This design comes from an exercise in tuning for small area and a short achievable clock period on the open sky130 flow, not from production work.
Where RTL was checked, it was by simulation tests only, not by an equivalence proof against the original.
Power figures rest on the tool's default switching activity, not on a simulated workload.

## ternary_matmul_top
module ternary_matmul_top (
    input  logic       clk,
    input  logic       reset,
    input  logic [7:0] weights_in,
    input  logic [7:0] activations_in,
    input  logic       compute,
    output logic [7:0] result_out
);
    logic [9:0] row_pos, row_neg;
    logic [7:0] act;
    logic clr, clr_prev, clr_head, cap, zero;
    ternary_pkg::acc_t [ternary_pkg::acc_count-1:0] acc_q;
    always_ff @(posedge clk) begin
        clr      <= reset || !compute;
        clr_prev <= clr;
        clr_head <= reset || !compute || clr;
        cap      <= !reset && !compute;
        zero     <= reset || (zero && compute);
    end
    input_stager u_input_stager (
        .clk            (clk),
        .reset          (reset),
        .compute        (compute),
        .weights_in     (weights_in),
        .activations_in (activations_in),
        .row_pos         (row_pos),
        .row_neg        (row_neg),
        .act            (act)
    );
    mac_array u_mac_array (
        .clk      (clk),
        .clr_head (clr_head),
        .row_pos   (row_pos),
        .row_neg  (row_neg),
        .act      (act),
        .acc_q    (acc_q)
    );
    readout_queue u_readout_queue (
        .clk        (clk),
        .reset      (reset),
        .compute    (compute),
        .clr        (clr),
        .clr_prev   (clr_prev),
        .cap        (cap),
        .zero       (zero),
        .acc_q      (acc_q),
        .result_out (result_out)
    );
endmodule
For scale: about 27 I/O pins, about 0.020 mm2 of cells after synthesis.
export LEC_CHECK = 0
export CAP_MARGIN = 20
export CORE_MARGIN = 2
export CORE_UTILIZATION = 60
export CTS_CLUSTER_DIAMETER = 100
export CTS_CLUSTER_SIZE = 30
export SLEW_MARGIN = 20
create_clock -name core_clock -period 14.0 [get_ports {clk}]
standard.sh (not shown) runs the stock make flow with config.mk's settings and CLKGATE_MAP_FILE= SYNTH_SCRIPT=/design/flow/synth_recipe.tcl, a recipe that flattens the netlist after the stock synthesis.
==> flow/flow/run.sh <==
#!/bin/bash
# Own layout flow: the standard steps (standard.sh), except that
#  - synthesis leaves out Yosys's full-adder extraction (ADDER_MAP_FILE
#    empty) and maps with flow/abc_area.script, a delay-targeted ABC
#    mapping with area recovery, in place of ORFS's ABC script
#    (flow/synth.tcl swaps the script; the registers are unchanged);
#  - ports are buffered with buf_4 cells and timing repair aims for a
#    larger setup margin.
# Each step's full output goes to its own log file here.
set -euo pipefail
export MY_ABC_SCRIPT=$PWD/flow/abc_area.script
bash standard.sh ADDER_MAP_FILE= SYNTH_SCRIPT=$PWD/flow/synth.tcl synth > synth.log 2>&1
bash standard.sh SETUP_SLACK_MARGIN=10 "BUFFER_PORTS_ARGS=-buffer_cell sky130_fd_sc_hd__buf_4" finish > layout.log 2>&1
==> flow/flow/abc_area.script <==
strash
dc2
dch
map -D 2000
topo
stime
==> flow/flow/synth.tcl <==
# The standard flow's synthesis script with ABC's mapping script replaced by the one
# named in MY_ABC_SCRIPT; everything else, registers included, is as in
# the standard synthesis.
proc synth {args} { yosys synth -nofsm -noshare {*}$args }
proc my_abc_args {name1 name2 op} {
  set i [lsearch -exact $::abc_args -script]
  if {$i >= 0 && [lindex $::abc_args [expr {$i + 1}]] ne $::env(MY_ABC_SCRIPT)} {
    set ::abc_args [lreplace $::abc_args [expr {$i + 1}] [expr {$i + 1}] $::env(MY_ABC_SCRIPT)]
  }
}
trace add variable ::abc_args write my_abc_args
source $::env(SCRIPTS_DIR)/synth.tcl
# left out here: clear keep_hierarchy, flatten, clean up, hide names made inside functions, write 1_2_yosys.v
Rerun with:
==> flow/flow/abc_area.script (replaced) <==
strash
dc2
dch
map -D 2250
topo
stime
First-iteration DRC count came out higher by 9.5%.
Hold slack loses 4.1 ps.
Final area fell by 0.91%.
Clock-buffer cell count grows by 1.
Utilization barely changes.
Sequential power is about the same.
Via count falls by 6.9%.
Clock skew went up by 5.9 ps.
Wire length came out lower by 6.8%.
Area after synthesis drops by 1.7%.
No functional check of the RTL was part of any run of this note.

========
Another version of the RTL of ternary_matmul_top (not shown whole).
Size in the first run: about 2,300 cells after synthesis, ~540 flip-flops, roughly 0.020 mm^2 of cells after synthesis.
Design ternary_matmul_top, start of the top module:
module ternary_matmul_top (
    input  logic       clk,
    input  logic       reset,
    input  logic [7:0] weights_in,
    input  logic [7:0] activations_in,
    input  logic       compute,
    output logic [7:0] result_out
);
clock: 14.0 ns
lec_check: 0
cap_margin: 20
core_margin: 2
core_utilization: 40
cts_cluster_diameter: 100
cts_cluster_size: 30
slew_margin: 20
==> flow/flow/abc_area.script <==
strash
dc2
dch
map -D 2250
topo
stime
Scripts as last shown in full above: flow/flow/run.sh, flow/flow/synth.tcl
The starting point completed without violations.
Rerun with:
--- a/flow/flow/run.sh
+++ b/flow/flow/run.sh
@@ -12,2 +12,2 @@
 bash standard.sh ADDER_MAP_FILE= SYNTH_SCRIPT=$PWD/flow/synth.tcl synth > synth.log 2>&1
-bash standard.sh SETUP_SLACK_MARGIN=10 "BUFFER_PORTS_ARGS=-buffer_cell sky130_fd_sc_hd__buf_4" finish > layout.log 2>&1
+bash standard.sh SETUP_SLACK_MARGIN=9.8 "BUFFER_PORTS_ARGS=-buffer_cell sky130_fd_sc_hd__buf_4" finish > layout.log 2>&1
CORE_UTILIZATION = 60   (was 40)
Die area is lower by a quarter to a third.
Design area came out lower slightly.
Worst setup slack is worse by 0.25 ns.
Core utilization rises by 21 points.
Via count shrinks slightly.
Rerun with:
--- a/flow/flow/run.sh
+++ b/flow/flow/run.sh
@@ -12,2 +12,2 @@
 bash standard.sh ADDER_MAP_FILE= SYNTH_SCRIPT=$PWD/flow/synth.tcl synth > synth.log 2>&1
-bash standard.sh SETUP_SLACK_MARGIN=9.8 "BUFFER_PORTS_ARGS=-buffer_cell sky130_fd_sc_hd__buf_4" finish > layout.log 2>&1
+bash standard.sh SETUP_SLACK_MARGIN=10 "BUFFER_PORTS_ARGS=-buffer_cell sky130_fd_sc_hd__buf_4" finish > layout.log 2>&1
CORE_UTILIZATION = 50   (was 60)
What happened: The new run finished clean. Synthesized cell count is unchanged. Core utilization shrinks by 10 points. Hold slack gains 0.0061 ns. Worst setup slack improved by 0.27 ns. Final cell count goes up by 2.9%. Wire length rises by 3.2%. Clock-buffer cell count is unchanged. Final area goes up by 1.3%. Sequential cell count is unchanged. Via count fell by 0.33%. Total power went up by 0.45%.

afterwards: timing with drivers on the ports:
The results above use ideal ports. As a check the final layouts listed here were re-extracted and re-timed, cells and wires unchanged. Step 1: set_driving_cell puts a clkbuf_16 on clk and a buf_2 on each other input, an assumption about the parent block. Step 2 adds t to the input delays and takes it off the output delays; t is the mean of the earliest and latest rising clock arrival at the registers after step 1. Input paths then give back, and output paths get back, about the clock's delay inside the block. Slacks: ideal / step 1 / step 2; pairs: ideal / step 1.
run	t (ns)	setup WS [ns]	clock arrival spread, ns	worst register clock-pin slew, ns	pins driven straight from the clock port
the first run of note 1	0.591	10.169 / 10.139 / 9.603	0.017 / 0.018	0.11 / 0.11	1
the second run of note 1	0.599	10.184 / 10.131 / 9.754	0.025 / 0.024	0.12 / 0.12	1
the first run of note 2	0.621	10.174 / 10.113 / 9.696	0.021 / 0.021	0.11 / 0.11	1
the second run of note 2	0.589	9.929 / 9.961 / 9.372	0.020 / 0.020	0.12 / 0.12	1
the third run of note 2	0.600	10.202 / 10.146 / 9.815	0.018 / 0.018	0.12 / 0.12	1
After both steps every run listed still meets setup and hold. For the first run of note 1, which loses most, drivers alone change the setup slack by -0.030 ns; drivers and shift together by -0.566 ns.
